Background: an optimization exercise with open tools, aiming at small area. Do not read the settings as production practice.
Only simulation tests tie the RTL to the original design; equivalence was not proved.

## flow/design.v (module list and top-level ports; edited modules follow where they fit)
// module conv1_weight_regs: 18 lines
// module conv1_line_buffer: 49 lines
// module conv1_inv8: 6 lines
// module conv1_filter_array: 3333 lines
// module conv1_sum_rows: 33 lines
// module conv1_fa: 10 lines
// module conv1_max_pool: 62 lines
// module conv1_top: 72 lines
module conv1_top (
    input  logic         clk_i,
    input  logic         reset_i,
    input  logic         pixel_valid_i,
    input  logic [7:0]   pixel_i,
    input  logic         sof_i,
    input  logic         wght_we_i,
    input  logic [4:0]   wght_addr_i,
    input  logic [7:0]   wght_data_i,
    output logic         pool_valid_o,
    output logic [39:0]  pool_data_o
);
  // ...
==> flow/run.sh <==
#!/bin/bash
# synth_recipe.tcl (not shown) runs the flow's synth.tcl, then flattens the netlist and writes it again
# the make line also repeats each setting of config.mk as NAME=value (left out here)
make -C /OpenROAD-flow-scripts/flow DESIGN_CONFIG=/design/flow/config.mk WORK_HOME=/design/flow/orfs CLKGATE_MAP_FILE= SYNTH_SCRIPT=/design/flow/synth_recipe.tcl finish
==> flow/config.mk <==
export PLATFORM = sky130hd
export DESIGN_NAME = conv1_top
export DESIGN_NICKNAME = conv1_top
export VERILOG_FILES = /design/flow/design.v
export SDC_FILE = /design/flow/constraint.sdc
export NUM_CORES = 4
export LEC_CHECK = 0
export CAP_MARGIN = 20
export CORE_MARGIN = 2
export CORE_UTILIZATION = 40
export SLEW_MARGIN = 20
export SYNTH_HIERARCHICAL = 1
export SYNTH_MINIMUM_KEEP_SIZE = 0
==> flow/constraint.sdc <==
create_clock -name core_clock -period 6.5 [get_ports {clk_i}]
set_input_delay 1.3000 -clock core_clock [delete_from_list [all_inputs] [get_ports {clk_i}]]
set_output_delay 1.3000 -clock core_clock [all_outputs]
set_load 0.01 [all_outputs]
==> metrics.md, run 1 <==
| Metric | Value |
|---|---|
| CTS tree | built |
| Grt ovf | 0 |
| Metal3 WL | 17700 µm |
| Maxcap violations | 0 |
| Crit path to | conv1_filter_array_inst.sum_a_o[28] |
| Critical Path Max Stage Delay | 0.96 ns |
| RSZ-0062 raised after global routing | no |
| I/O Buffers | 64 |
| Wire length of the first global-routing pass | 210000 µm |
| Wire per inst | 27.9 µm |
| Clk buf depth | 3 |
| CP Launch Type | flop |
| Place WS | 0.724 ns |
| Crit-path leading delay family | adder cells |
| Tap Count | 1500 |
| Starting Density | 40.2% |
| Sequential cells | 491 |
| Status | no timing/DRC/antenna violations |
| Max layer used | met4 |
| Met3 GRT Util | 7.02% |
| Met1 Routed Length | 58000 µm |
| Setup slack, reg-to-reg | 0.67 ns |
| Cells along the critical path | inv_1 -> nor2_1 -> fa_1 -> fa_1 -> fa_1 -> fa_1 -> fa_1 -> fa_1 -> fa_1 -> fa_1 -> fa_1 |
| Fin cells | 5079 |
| Relative slew slack | 22.5% |
| Reg-to-Reg End | conv1_filter_array_inst.sum_a_o[28] |
| CLK BUF | 68 |
| Core Area | 112000 µm² |
| Post-route ant nets | 0 |
| Share of cells above drive strength 1 | 3.75% |
| Fraction of area in registers | 27.9% |
==> run 2, diff against run 1 <==
--- a/flow/config.mk
+++ b/flow/config.mk
@@ -8,5 +8,6 @@
 export CAP_MARGIN = 20
 export CORE_MARGIN = 2
-export CORE_UTILIZATION = 40
+export CORE_UTILIZATION = 55
+export CTS_BUF_LIST = sky130_fd_sc_hd__clkbuf_8
 export SLEW_MARGIN = 20
 export SYNTH_HIERARCHICAL = 1
==> metrics.md, run 2 <==
| Metric | Value |
|---|---|
| Vias in the first global route | 31120 (was 30641) |
| Wire per inst | 33.0 µm (was 27.9 µm) |
| Wire length of the first global-routing pass | 225000 µm (was 210000 µm) |
| Via density | 6.14 (was 5.48) |
| Warnings from Yosys | 19 (unchanged) |
| Max reg flops | 152 (unchanged) |
| Clock root buffer master | clkbuf_8 (was clkbuf_16) |
| Post-DP HPWL | 130000 µm (was 121000 µm) |
| Most used cells in the layout excluding fill and tap cells | 1098 x fa_1, 1020 x nor2_1, 372 x edfxtp_1 (unchanged) |
| Clock latency on the worst-skew pair | 0.75 ns (was 0.68 ns) |
| Initial antenna violation count | 4 (was 2) |
| CTS resizes | 0 (unchanged) |
| Area of the mapped netlist | 45000 µm² (unchanged) |
| Area grow syn2layout | 6.34% (was 7.73%) |
| Final Max Slew Viols | 0 (unchanged) |
| Largest regs | conv1_line_buffer_inst.sr_o x152, conv1_weight_regs_inst.weights_o x144 (unchanged) |
| Die Span X | 290 µm (was 340 µm) |
| Data arrival time of the worst path | 6.35 ns (was 6.37 ns) |
| CTS Buf Count | 85 (was 54) |
| Final layout net count | 4749 (was 4725) |
| Worst Skew | 0.0539 ns (was 0.0310 ns) |
| Largest net degree at the start of global routing | 63 (was 92) |
| Final setup fails | 0 (unchanged) |
| Worst slew pin tran | 1.15 ns (was 1.16 ns) |
| # Post-CTS Setup Buffers | 0 (unchanged) |
| H-Tree Depth | 3 (was 2) |
| Clk buf depth | 3 (unchanged) |
| Biggest register | conv1_line_buffer_inst.sr_o (unchanged) |
| Cells after Synth | 3560 (unchanged) |
| DR pass1 iterations | 6 (unchanged) |
| Overall routing resource usage | 38.2% (was 25.3%) |
| Avg Cell Area, Syn | 12.7 µm² (unchanged) |
| CTS sink cnt | 491 (unchanged) |
| Placed cell count | 4530 (was 4976) |
| Grt ovf | 0 (unchanged) |
| Core Area | 80800 µm² (was 112000 µm²) |
| Fin cells | 4687 (was 5079) |
| Commonest non-fill, non-tap cell in the layout | fa_1 (unchanged) |
| Crit path time final | 5.74 ns (was 5.83 ns) |
| Nature of the critical path endpoint | flop (unchanged) |
| Final WL | 154000 µm (was 142000 µm) |
| Die Span Y | 290 µm (was 340 µm) |
| Setup_tns | 0 ns (unchanged) |
| Relative slew slack | 23.3% (was 22.5%) |
| Maxcap violations | 0 (unchanged) |
| CTS tree | built (unchanged) |
| Final hold vios | 0 (unchanged) |
| CP max FO | 7 (unchanged) |
| RSZ-0062 raised after global routing | no (unchanged) |
| Cts hold-fix bufs | 0 (unchanged) |
| Die Area | 84200 µm² (was 115000 µm²) |
| Status | no timing/DRC/antenna violations (unchanged) |
| Fin crit share | 88.4% (was 89.7%) |
| Number of remaining DRC errors | 0 (unchanged) |
| CP Launch Type | flop (unchanged) |
| Vias | 28767 (was 27834) |
| CP required | 7.11 ns (was 7.04 ns) |
| Post-route ant nets | 0 (unchanged) |
| Worst Hold Class | reg -> reg (unchanged) |
| Core Rows | 104 (was 123) |
| Starting Density | 55.7% (was 40.2%) |
| I/O pins | 67 (unchanged) |
| RePlAce Congestion | 1.03 (was 1.02) |
| FMAX | 0.174 GHz (was 0.172 GHz) |
| Share of cells above drive strength 1 | 4.55% (was 3.75%) |
| Worst-path clk slew | 0.06 ns (about the same) |
| I/O Buffers | 64 (unchanged) |
| Critical path class | reg -> reg (unchanged) |
| 1st-iter DRT viols | 3711 (was 3141) |
==> run 2: stage by stage <==
step | worst slack, ns | hold slack [ns] | util, % | instance area (µm²)
4_1_cts | 0.774 | 0.329 | 59.3 | 47900
3_5_place_dp | 0.760 | 0.315 | 57.2 | 46200
6_report | 0.757 | 0.328 | 59.3 | 47900
2_1_floorplan | 1.49 | 0.310 | - | 45100
3_3_place_gp | 0.803 | 0.312 | 57.2 | 46200
5_1_grt | 0.595 | 0.325 | 59.3 | 47900
==> run 2: final timing paths <==
check | from | endpoint | slack, ns | cells after the start
setup / recovery | conv1_line_buffer_inst.sr_o[2] | conv1_filter_array_inst.sum_b_o[31] | 0.76 | 11
hold / removal | conv1_line_buffer_inst.win_rodd_o | conv1_filter_array_inst.sum_rodd_o | 0.33 | 0
setup reg to reg | conv1_line_buffer_inst.sr_o[2] | conv1_filter_array_inst.sum_b_o[31] | 0.76 | 11
hold reg to reg | conv1_line_buffer_inst.win_rodd_o | conv1_filter_array_inst.sum_rodd_o | 0.33 | 0
==> run 2: layout make-up <==
type | instances | area, µm²
well taps | 1060 | 1330
fillers | 6388 | 32900
clock inverters | 65 | 443
diodes | 1 | 2.50
clock buffers | 91 | 1250
repair buffers | 80 | 762
inverters | 209 | 786
flip-flops and latches | 491 | 13600
multi-input cells | 2690 | 29800
==> run 2: metal layers <==
metal	up-vias	routed length, µm	track usage [%]
li1	11167	-	-
met5	-	14	0
met2	2037	64500	52.4
met3	228	24800	19.4
met1	15333	61100	54.7
met4	2	4030	8.92
==> run 2: critical path, cell delays in order, from the launching register on <==
cell	delay, ns
edfxtp_1	0.56
inv_1	0.35
nor2_1	0.13
fa_1	0.61
fa_1	0.57
fa_1	0.57
fa_1	0.54
fa_1	0.43
fa_1	0.45
fa_1	0.46
fa_1	0.55
fa_1	0.42
==> run 3, diff against run 2 <==
==> flow/flow/run.sh (new file) <==
#!/bin/bash
# The standard layout (standard.sh) with two changes to its arguments:
#  - the buffer on each input and output port is the smallest buffer, buf_1;
#  - clock tree synthesis adds no dummy loads and clusters up to 16 sinks
#    within 80 um per leaf buffer.
# All of standard.sh's output goes to standard.log in the work folder; ORFS keeps
# each step's own log under orfs/logs/.
set -euo pipefail
export BUFFER_PORTS_ARGS="-buffer_cell sky130_fd_sc_hd__buf_1"
export CTS_ARGS="-sink_clustering_enable -repair_clock_nets -dont_use_dummy_load -sink_clustering_size 16 -sink_clustering_max_diameter 80 -buf_list sky130_fd_sc_hd__clkbuf_8"
bash standard.sh "BUFFER_PORTS_ARGS=$BUFFER_PORTS_ARGS" "CTS_ARGS=$CTS_ARGS" finish > standard.log 2>&1
==> flow/standard.sh (new file) <==
#!/bin/bash
# synth_recipe.tcl (not shown) runs the flow's synth.tcl, then flattens the netlist and writes it again
# the make line also repeats each setting of config.mk as NAME=value (left out here)
make -C /OpenROAD-flow-scripts/flow DESIGN_CONFIG=/design/flow/config.mk WORK_HOME=/design/flow/orfs CLKGATE_MAP_FILE= SYNTH_SCRIPT=/design/flow/synth_recipe.tcl "${@:-finish}"
removed: flow/run.sh
==> metrics.md, run 3 <==
| Metric | Value |
|---|---|
| Biggest register | conv1_line_buffer_inst.sr_o (unchanged) |
| Data arrival time of the worst path | 6.33 ns (was 6.35 ns) |
| CP max FO | 7 (unchanged) |
| # Post-CTS Setup Buffers | 0 (unchanged) |
| Overall routing resource usage | 38.0% (was 38.2%) |
| Worst slew pin tran | 0.924 ns (was 1.15 ns) |
| Share of cells above drive strength 1 | 2.76% (was 4.55%) |
| Max reg flops | 152 (unchanged) |
| Final WL | 154000 µm (about the same) |
| Number of remaining DRC errors | 0 (unchanged) |
| Place WS | 0.770 ns (was 0.760 ns) |
| Cells after Synth | 3560 (unchanged) |
| DR pass1 iterations | 5 (was 6) |
| Area grow syn2layout | 2.97% (was 6.34%) |
| Crit path time final | 5.82 ns (was 5.74 ns) |
| Worst-path clk slew | 0.10 ns (was 0.06 ns) |
| Post-route ant nets | 0 (unchanged) |
| Cell Area, Placed | 45800 µm² (was 46200 µm²) |
| Reg area | 13600 µm² (unchanged) |
| CP Launch Point | conv1_line_buffer_inst.sr_o[64] (was conv1_line_buffer_inst.sr_o[2]) |
| Clk buf depth | 3 (unchanged) |
| Crit path to | conv1_filter_array_inst.sum_b_o[11] (was conv1_filter_array_inst.sum_b_o[31]) |
| H-Tree Depth | 2 (was 3) |
| Reg-to-Reg End | conv1_filter_array_inst.sum_b_o[11] (was conv1_filter_array_inst.sum_b_o[31]) |
| Nature of the critical path endpoint | flop (unchanged) |
| Placed cell count | 4533 (was 4530) |
| Commonest non-fill, non-tap cell in the layout | fa_1 (unchanged) |
| I/O pins | 67 (unchanged) |
| RePlAce Congestion | 1.04 (was 1.03) |
| Vias | 28337 (was 28767) |
| Area of the mapped netlist | 45000 µm² (unchanged) |
| Die Area | 84200 µm² (unchanged) |
| Warnings from Yosys | 19 (unchanged) |
| Setup slack, reg-to-reg | 0.68 ns (was 0.76 ns) |
| Fin cells | 4576 (was 4687) |
| Starting Density | 55.7% (unchanged) |
| Largest net degree at the start of global routing | 58 (was 63) |
| Die Span X | 290 µm (unchanged) |
| Worst Skew | 0.136 ns (was 0.0539 ns) |
| Post-layout util | 57.4% (was 59.3%) |
| Grt ovf | 0 (unchanged) |
| Avg Cell Area, Syn | 12.7 µm² (unchanged) |
| Final layout net count | 4707 (was 4749) |
| R2r worst-path depth | 11 (unchanged) |
| Most used cells in the layout excluding fill and tap cells | 1098 x fa_1, 1020 x nor2_1, 372 x edfxtp_1 (unchanged) |
| WHS | 0.334 ns (was 0.328 ns) |
| Core Rows | 104 (unchanged) |
| Wire per inst | 33.5 µm (was 33.0 µm) |
| CTS resizes | 0 (unchanged) |
| Critical path class | reg -> reg (unchanged) |
| Fill cells | 6467 (was 6388) |
| Post-DP HPWL | 131000 µm (was 130000 µm) |
| 1st-iter DRT viols | 3467 (was 3711) |
| Cts hold-fix bufs | 0 (unchanged) |
| Core Area | 80800 µm² (unchanged) |
| Worst Hold Class | reg -> reg (unchanged) |
| Relative slew slack | 38.4% (was 23.3%) |
| I/O Buffers | 64 (unchanged) |
| CTS Buf Count | 40 (was 85) |
| CTS sink cnt | 491 (unchanged) |
| RSZ-0062 raised after global routing | no (unchanged) |
| Final Max Slew Viols | 0 (unchanged) |
| FMAX | 0.172 GHz (was 0.174 GHz) |
| Final hold vios | 0 (unchanged) |
| Final worst slack | 0.676 ns (was 0.757 ns) |
| Final Instance Area | 46400 µm² (was 47900 µm²) |
| Largest regs | conv1_line_buffer_inst.sr_o x152, conv1_weight_regs_inst.weights_o x144 (unchanged) |
| Vias in the first global route | 31021 (was 31120) |
| Die Span Y | 290 µm (unchanged) |
| Initial antenna violation count | 5 (was 4) |
| Clock root buffer master | clkbuf_8 (unchanged) |
| CP required | 7.01 ns (was 7.11 ns) |
| Status | no timing/DRC/antenna violations (unchanged) |
| Via density | 6.19 (was 6.14) |
| CTS tree | built (unchanged) |
| Setup_tns | 0 ns (unchanged) |
| Fin crit share | 89.6% (was 88.4%) |
| CP Launch Type | flop (unchanged) |
| R2R Path Start | conv1_line_buffer_inst.sr_o[64] (was conv1_line_buffer_inst.sr_o[2]) |
| Multi-input logic area | 29800 µm² (about the same) |
| Maxcap violations | 0 (unchanged) |
| Clock latency on the worst-skew pair | 0.71 ns (was 0.75 ns) |
| Wire length of the first global-routing pass | 224000 µm (was 225000 µm) |
| Final setup fails | 0 (unchanged) |
[run 3: cell types whose count changed in the layout (fill, tap and decap cells not counted), sizes merged]
cell,change
buf,+65
clkbuf,-50
clkinv,-24
inv,-36
diode,+2
clkdlybuf4s50,-63
bufinv,-5
[run 3: critical path, stage by stage, from the launching register on]
cell	delay (ns)
edfxtp_1	0.74
inv_1	0.34
nor2_1	0.26
fa_1	0.47
fa_1	0.50
fa_1	0.44
fa_1	0.46
fa_1	0.57
fa_1	0.51
fa_1	0.45
fa_1	0.54
fa_1	0.40
[run 3: worst min path at each step]
stage                                      startpoint                                 end  slack (ns)  depth (start not counted)
floorplan           conv1_line_buffer_inst.win_codd_o  conv1_filter_array_inst.sum_codd_o        0.31                          0
global placement    conv1_line_buffer_inst.win_codd_o  conv1_filter_array_inst.sum_codd_o        0.31                          0
detailed placement  conv1_line_buffer_inst.win_rodd_o  conv1_filter_array_inst.sum_rodd_o        0.31                          0
CTS                 conv1_line_buffer_inst.win_codd_o  conv1_filter_array_inst.sum_codd_o        0.34                          0
global route        conv1_line_buffer_inst.win_rodd_o  conv1_filter_array_inst.sum_rodd_o        0.35                          0
finish              conv1_line_buffer_inst.win_rodd_o  conv1_filter_array_inst.sum_rodd_o        0.33                          0
[run 3: layout make-up]
cell class,instances,share of cell area (%)
well taps,1060,2.86
flip-flops and latches,491,29.2
diodes,3,0.0162
repair buffers,83,0.834
clock buffers,40,1.19
multi-input cells,2690,64.2
inverters,209,1.69
[run 3: metal layers]
metal / vias to the layer above / GRT usage, % / wire length (µm)
li1: 11001 / - / -
met1: 15132 / 54.5 / 60600
met2: 1949 / 52.4 / 63500
met3: 251 / 18.9 / 25300
met4: 4 / 8.23 / 4060
met5: - / 0 / 23
==> run 4, diff against run 3 <==
==> flow/flow/run.sh (replaced) <==
#!/bin/bash
# The standard layout (standard.sh) with two changes to its arguments:
#  - the buffer on each input and output port is the smallest buffer, buf_1;
#  - clock tree synthesis adds no dummy loads and clusters up to 12 sinks
#    within 70 um per leaf buffer.
# All of standard.sh's output goes to standard.log in the work folder; ORFS keeps
# each step's own log under orfs/logs/.
set -euo pipefail
export BUFFER_PORTS_ARGS="-buffer_cell sky130_fd_sc_hd__buf_1"
export CTS_ARGS="-sink_clustering_enable -repair_clock_nets -dont_use_dummy_load -sink_clustering_size 12 -sink_clustering_max_diameter 70 -buf_list sky130_fd_sc_hd__clkbuf_8"
bash standard.sh "BUFFER_PORTS_ARGS=$BUFFER_PORTS_ARGS" "CTS_ARGS=$CTS_ARGS" finish > standard.log 2>&1
==> metrics.md, run 4 <==
| Metric | Value |
|---|---|
| Status | no timing/DRC/antenna violations (unchanged) |
| Clock root buffer master | clkbuf_8 (unchanged) |
| 1st-iter DRT viols | 3698 (was 3467) |
| CP Launch Type | flop (unchanged) |
| Warnings from Yosys | 19 (unchanged) |
| Area of the mapped netlist | 45000 µm² (unchanged) |
| Min-delay src | conv1_line_buffer_inst.win_rodd_o (unchanged) |
| # Post-CTS Setup Buffers | 0 (unchanged) |
| FMAX | 0.171 GHz (was 0.172 GHz) |
| Commonest non-fill, non-tap cell in the layout | fa_1 (unchanged) |
| RSZ-0062 raised after global routing | no (unchanged) |
| Fin crit share | 90.1% (was 89.6%) |
| Post-route ant nets | 0 (unchanged) |
| Critical Path Max Stage Delay | 0.75 ns (was 0.74 ns) |
| I/O Buffers | 64 (unchanged) |
| CTS sink cnt | 491 (unchanged) |
| Final Max Slew Viols | 0 (unchanged) |
| R2R Path Start | conv1_line_buffer_inst.sr_o[64] (unchanged) |
| Slowest CP cell | edfxtp_1 (unchanged) |
| DR pass1 iterations | 8 (was 5) |
| Worst Hold Class | reg -> reg (unchanged) |
| Data arrival time of the worst path | 6.36 ns (was 6.33 ns) |
| Die Area | 84200 µm² (unchanged) |
| Grt ovf | 0 (unchanged) |
| Crit-path leading delay family | adder cells (unchanged) |
| Post-DP HPWL | 131000 µm (unchanged) |
| Die Span X | 290 µm (unchanged) |
| Cells along the critical path | inv_1 -> nor2_1 -> fa_1 -> fa_1 -> fa_1 -> fa_1 -> fa_1 -> fa_1 -> fa_1 -> fa_1 -> fa_1 (unchanged) |
| Core Rows | 104 (unchanged) |
| H-Tree Depth | 2 (unchanged) |
| Largest net degree at the start of global routing | 58 (unchanged) |
| Setup_tns | 0 ns (unchanged) |
| Via density | 6.22 (was 6.19) |
| Final hold vios | 0 (unchanged) |
| Worst slew pin tran | 0.929 ns (was 0.924 ns) |
| Initial antenna violation count | 3 (was 5) |
| CTS Buf Count | 53 (was 40) |
| Share of cells above drive strength 1 | 3.12% (was 2.76%) |
| Final setup fails | 0 (unchanged) |
| Worst-path clk slew | 0.08 ns (was 0.10 ns) |
| Number of remaining DRC errors | 0 (unchanged) |
| Cts hold-fix bufs | 0 (unchanged) |
| Worst Skew | 0.123 ns (was 0.136 ns) |
| Maxcap violations | 0 (unchanged) |
| Cells after Synth | 3560 (unchanged) |
| Critical path class | reg -> reg (unchanged) |
| Wire per inst | 33.6 µm (was 33.5 µm) |
| Avg Cell Area, Syn | 12.7 µm² (unchanged) |
| Vias | 28527 (was 28337) |
| Clock latency on the worst-skew pair | 0.73 ns (was 0.71 ns) |
| Overall routing resource usage | 38.0% (about the same) |
| Clk buf depth | 3 (unchanged) |
| CP max FO | 7 (unchanged) |
| Core Area | 80800 µm² (unchanged) |
| RePlAce Congestion | 1.04 (unchanged) |
| Crit path time final | 5.86 ns (was 5.82 ns) |
| Biggest register | conv1_line_buffer_inst.sr_o (unchanged) |
| I/O pins | 67 (unchanged) |
| Area grow syn2layout | 3.35% (was 2.97%) |
| Wire length of the first global-routing pass | 224000 µm (about the same) |
| CP most frequent cell | fa_1 (unchanged) |
| CTS resizes | 0 (unchanged) |
| Relative slew slack | 38.0% (was 38.4%) |
| Setup slack, reg-to-reg | 0.64 ns (was 0.68 ns) |
| Starting Density | 55.7% (unchanged) |
| Max reg flops | 152 (unchanged) |
| Final layout net count | 4720 (was 4707) |
| Vias in the first global route | 31076 (was 31021) |
| Largest regs | conv1_line_buffer_inst.sr_o x152, conv1_weight_regs_inst.weights_o x144 (unchanged) |
| Final WL | 154000 µm (about the same) |
| CP required | 7.00 ns (was 7.01 ns) |
| CP Launch Point | conv1_line_buffer_inst.sr_o[64] (unchanged) |
| Most used cells in the layout excluding fill and tap cells | 1098 x fa_1, 1020 x nor2_1, 372 x edfxtp_1 (unchanged) |
| Nature of the critical path endpoint | flop (unchanged) |
| Die Span Y | 290 µm (unchanged) |
| CTS tree | built (unchanged) |
| Critical path buffer and inverter count | 1 (unchanged) |
run 4: path summary, 6_finish.rpt:
| path | to | depth (start not counted) |
|---|---|---|
| worst min register to register | conv1_filter_array_inst.sum_rodd_o | 0 |
| worst max-delay path | conv1_filter_array_inst.sum_b_o[11] | 11 |
| worst min-delay path | conv1_filter_array_inst.sum_rodd_o | 0 |
| worst max register to register | conv1_filter_array_inst.sum_b_o[11] | 11 |
run 4: cell type report:
class                      instances  area, µm²
fill                            6453      34300
multi-input combinational       2690      29800
sequential                       491      13600
tap                             1060       1330
inverter                         209        786
clock buffer                      53        729
timing repair buffer              83        387
antenna                            1       2.50
run 4: metal layers:
layer,part of all wire (%),GRT usage [%]
met1,39,54.8
met2,41,52.2
met3,17,18.6
met4,2.9,8.80
met5,0.0084,0
run 4: worst register-to-register path, stage by stage (launching register included):
cell and delay [ns]:
edfxtp_1 0.75, inv_1 0.35, nor2_1 0.25, fa_1 0.47, fa_1 0.50, fa_1 0.44
fa_1 0.46, fa_1 0.57, fa_1 0.51, fa_1 0.45, fa_1 0.54, fa_1 0.40
run 4: metrics by stage:
step                hold slack, ns  setup WS [ns]  cell area [µm²]  util (%)  instances
floorplan                    0.310           1.49            45100         -       3562
global placement             0.311          0.798            45800      56.7       4533
detailed placement           0.313          0.770            45800      56.7       4533
CTS                          0.334          0.699            46500      57.6       4586
global route                 0.341          0.521            46600      57.6       4587
finish                       0.333          0.643            46600      57.6       4587
==> run 5, diff against run 4 <==
==> flow/flow/run.sh (replaced) <==
#!/bin/bash
# The standard layout (standard.sh) with two changes to its arguments:
#  - the buffer on each input and output port is the smallest buffer, buf_1;
#  - clock tree synthesis adds no dummy loads (otherwise the same arguments).
# All of standard.sh's output goes to standard.log in the work folder; ORFS keeps
# each step's own log under orfs/logs/.
set -euo pipefail
export BUFFER_PORTS_ARGS="-buffer_cell sky130_fd_sc_hd__buf_1"
export CTS_ARGS="-sink_clustering_enable -repair_clock_nets -dont_use_dummy_load -buf_list sky130_fd_sc_hd__clkbuf_8"
bash standard.sh "BUFFER_PORTS_ARGS=$BUFFER_PORTS_ARGS" "CTS_ARGS=$CTS_ARGS" finish > standard.log 2>&1
==> metrics.md, run 5 <==
| Metric | Value |
|---|---|
| Post-route ant nets | 0 (unchanged) |
| Largest regs | conv1_line_buffer_inst.sr_o x152, conv1_weight_regs_inst.weights_o x144 (unchanged) |
| RePlAce Congestion | 1.04 (unchanged) |
| Final layout net count | 4753 (was 4720) |
| Place WS | 0.770 ns (unchanged) |
| Fin crit share | 89.8% (was 90.1%) |
| Share of cells above drive strength 1 | 4.02% (was 3.12%) |
| CTS resizes | 0 (unchanged) |
| R2r worst-path depth | 11 (unchanged) |
| Relative slew slack | 39.5% (was 38.0%) |
| Die Span X | 290 µm (unchanged) |
| Final hold vios | 0 (unchanged) |
| Crit path time final | 5.84 ns (was 5.86 ns) |
| Final Max Slew Viols | 0 (unchanged) |
| Post-DP HPWL | 131000 µm (unchanged) |
| CTS Buf Count | 86 (was 53) |
| Area grow syn2layout | 4.38% (was 3.35%) |
| Clock latency on the worst-skew pair | 0.74 ns (was 0.73 ns) |
| Most used cells in the layout excluding fill and tap cells | 1098 x fa_1, 1020 x nor2_1, 372 x edfxtp_1 (unchanged) |
| Commonest non-fill, non-tap cell in the layout | fa_1 (unchanged) |
| Cts hold-fix bufs | 0 (unchanged) |
| Reg-to-Reg End | conv1_filter_array_inst.sum_b_o[11] (unchanged) |
| Maxcap violations | 0 (unchanged) |
| CP Launch Type | flop (unchanged) |
| Via density | 6.22 (about the same) |
| # Post-CTS Setup Buffers | 0 (unchanged) |
| Clk buf depth | 3 (unchanged) |
| Vias in the first global route | 31344 (was 31076) |
| I/O Buffers | 64 (unchanged) |
| Setup_tns | 0 ns (unchanged) |
| Status | no timing/DRC/antenna violations (unchanged) |
| Hold path endpoint | conv1_filter_array_inst.sum_codd_o (was conv1_filter_array_inst.sum_rodd_o) |
| Number of remaining DRC errors | 0 (unchanged) |
| Max reg flops | 152 (unchanged) |
| Worst Skew | 0.121 ns (was 0.123 ns) |
| Worst Hold Class | reg -> reg (unchanged) |
| Starting Density | 55.7% (unchanged) |
| Initial antenna violation count | 6 (was 3) |
| 1st-iter DRT viols | 3600 (was 3698) |
| Worst-path clk slew | 0.05 ns (was 0.08 ns) |
| Largest net degree at the start of global routing | 58 (unchanged) |
| Final WL | 155000 µm (was 154000 µm) |
| Wire length of the first global-routing pass | 226000 µm (was 224000 µm) |
| Data arrival time of the worst path | 6.38 ns (was 6.36 ns) |
| Final setup fails | 0 (unchanged) |
| DR pass1 iterations | 6 (was 8) |
| I/O pins | 67 (unchanged) |
| Setup slack, reg-to-reg | 0.66 ns (was 0.64 ns) |
| Critical path class | reg -> reg (unchanged) |
| FMAX | 0.171 GHz (about the same) |
| Overall routing resource usage | 38.4% (was 38.0%) |
| CTS tree | built (unchanged) |
| Area of the mapped netlist | 45000 µm² (unchanged) |
| Worst slew pin tran | 0.908 ns (was 0.929 ns) |
| Core Area | 80800 µm² (unchanged) |
| CP required | 7.04 ns (was 7.00 ns) |
| Die Area | 84200 µm² (unchanged) |
| CP max FO | 7 (unchanged) |
| Fill cells | 6402 (was 6453) |
| Vias | 28749 (was 28527) |
| RSZ-0062 raised after global routing | no (unchanged) |
| H-Tree Depth | 3 (was 2) |
| Clock root buffer master | clkbuf_8 (unchanged) |
| Multi-input logic area | 29800 µm² (unchanged) |
| R2R Path Start | conv1_line_buffer_inst.sr_o[64] (unchanged) |
| Warnings from Yosys | 19 (unchanged) |
| Core Rows | 104 (unchanged) |
| Avg Cell Area, Syn | 12.7 µm² (unchanged) |
| Worst Hold Depth | 0 (unchanged) |
| Wire per inst | 33.5 µm (was 33.6 µm) |
| Die Span Y | 290 µm (unchanged) |
| Nature of the critical path endpoint | flop (unchanged) |
| Final worst slack | 0.661 ns (was 0.643 ns) |
| Cells after Synth | 3560 (unchanged) |
| Reg area | 13600 µm² (unchanged) |
| Min-delay src | conv1_line_buffer_inst.win_codd_o (was conv1_line_buffer_inst.win_rodd_o) |
| Grt ovf | 0 (unchanged) |
| Biggest register | conv1_line_buffer_inst.sr_o (unchanged) |
| CTS sink cnt | 491 (unchanged) |
-- run 5: cell type report --
class	instances	share of cell area, %
sequential	491	28.8
antenna	5	0.0266
inverter	209	1.67
timing repair buffer	83	0.822
multi-input combinational	2690	63.3
clock buffer	86	2.52
tap	1060	2.82
-- run 5: worst max-delay path by stage --
| stage | startpoint | to | cells past startpoint |
|---|---|---|---|
| final | conv1_line_buffer_inst.sr_o[64] | conv1_filter_array_inst.sum_b_o[11] | 11 |
| after global routing | conv1_line_buffer_inst.sr_o[64] | conv1_filter_array_inst.sum_b_o[11] | 11 |
| after CTS | conv1_line_buffer_inst.sr_o[64] | conv1_filter_array_inst.sum_b_o[11] | 11 |
| after detailed placement | conv1_line_buffer_inst.sr_o[64] | conv1_filter_array_inst.sum_b_o[11] | 11 |
| after global placement | conv1_line_buffer_inst.sr_o[18] | conv1_filter_array_inst.sum_b_o[11] | 11 |
| after floorplan | conv1_filter_array_inst.sum_codd_o | conv1_max_pool_inst.q0_q[0][0] | 13 |
-- run 5: metal layers --
layer / routed length [µm] / global-route usage, % / up-vias
met5: 46 / 0 / -
met4: 4130 / 9.12 / 8
met3: 26000 / 19.5 / 284
met2: 64300 / 52.6 / 2078
met1: 60600 / 54.7 / 15284
li1: - / - / 11095
-- run 5: worst max-delay path: stages (launching register included) --
cell      delay [ns]
edfxtp_1        0.74
inv_1           0.35
nor2_1          0.26
fa_1            0.47
fa_1            0.50
fa_1            0.44
fa_1            0.46
fa_1            0.57
fa_1            0.50
fa_1            0.45
fa_1            0.54
fa_1            0.40
-- run 5: through the flow --
step / utilization (%) / cell area (µm²) / hold WS (ns) / std cells
final: 58.2 / 47000 / 0.323 / 4624
after global routing: 58.2 / 47000 / 0.329 / 4624
after CTS: 58.2 / 47000 / 0.324 / 4619
after detailed placement: 56.7 / 45800 / 0.313 / 4533
after global placement: 56.7 / 45800 / 0.311 / 4533
after floorplan: - / 45100 / 0.310 / 3562

-- separate check: timing with driven ports --
How much do the figures lean on ideal ports? The routed layouts below were timed once more, with nothing changed but the port constraints.
Step 1 (the two cells are an assumption about what drives the block):
set clk [get_ports {clk_i}]
set_driving_cell -lib_cell sky130_fd_sc_hd__clkbuf_16 $clk
set_driving_cell -lib_cell sky130_fd_sc_hd__buf_2 [delete_from_list [all_inputs] $clk]
Step 2 adds t to the input delays and takes it off the output delays; t is the mean of the earliest and latest rising clock arrival at the registers after step 1. Input paths then give back, and output paths get back, about the clock's delay inside the block.
a / b / c = ideal / step 1 / step 2; a / b = the first two.
run	t, ns	slack for setup (ns)	hold slack, ns	worst setup path at the end
run 1	0.732	0.669 / 0.669 / 0.669	0.330 / 0.330 / 0.330	register to register
run 2	0.788	0.757 / 0.757 / 0.757	0.328 / 0.328 / 0.328	register to register
run 3	0.713	0.676 / 0.676 / 0.676	0.334 / 0.334 / 0.334	register to register
run 4	0.742	0.643 / 0.643 / 0.643	0.333 / 0.333 / 0.333	register to register
run 5	0.751	0.661 / 0.661 / 0.661	0.323 / 0.323 / 0.323	register to register
After both steps setup and hold are still met in every run listed.
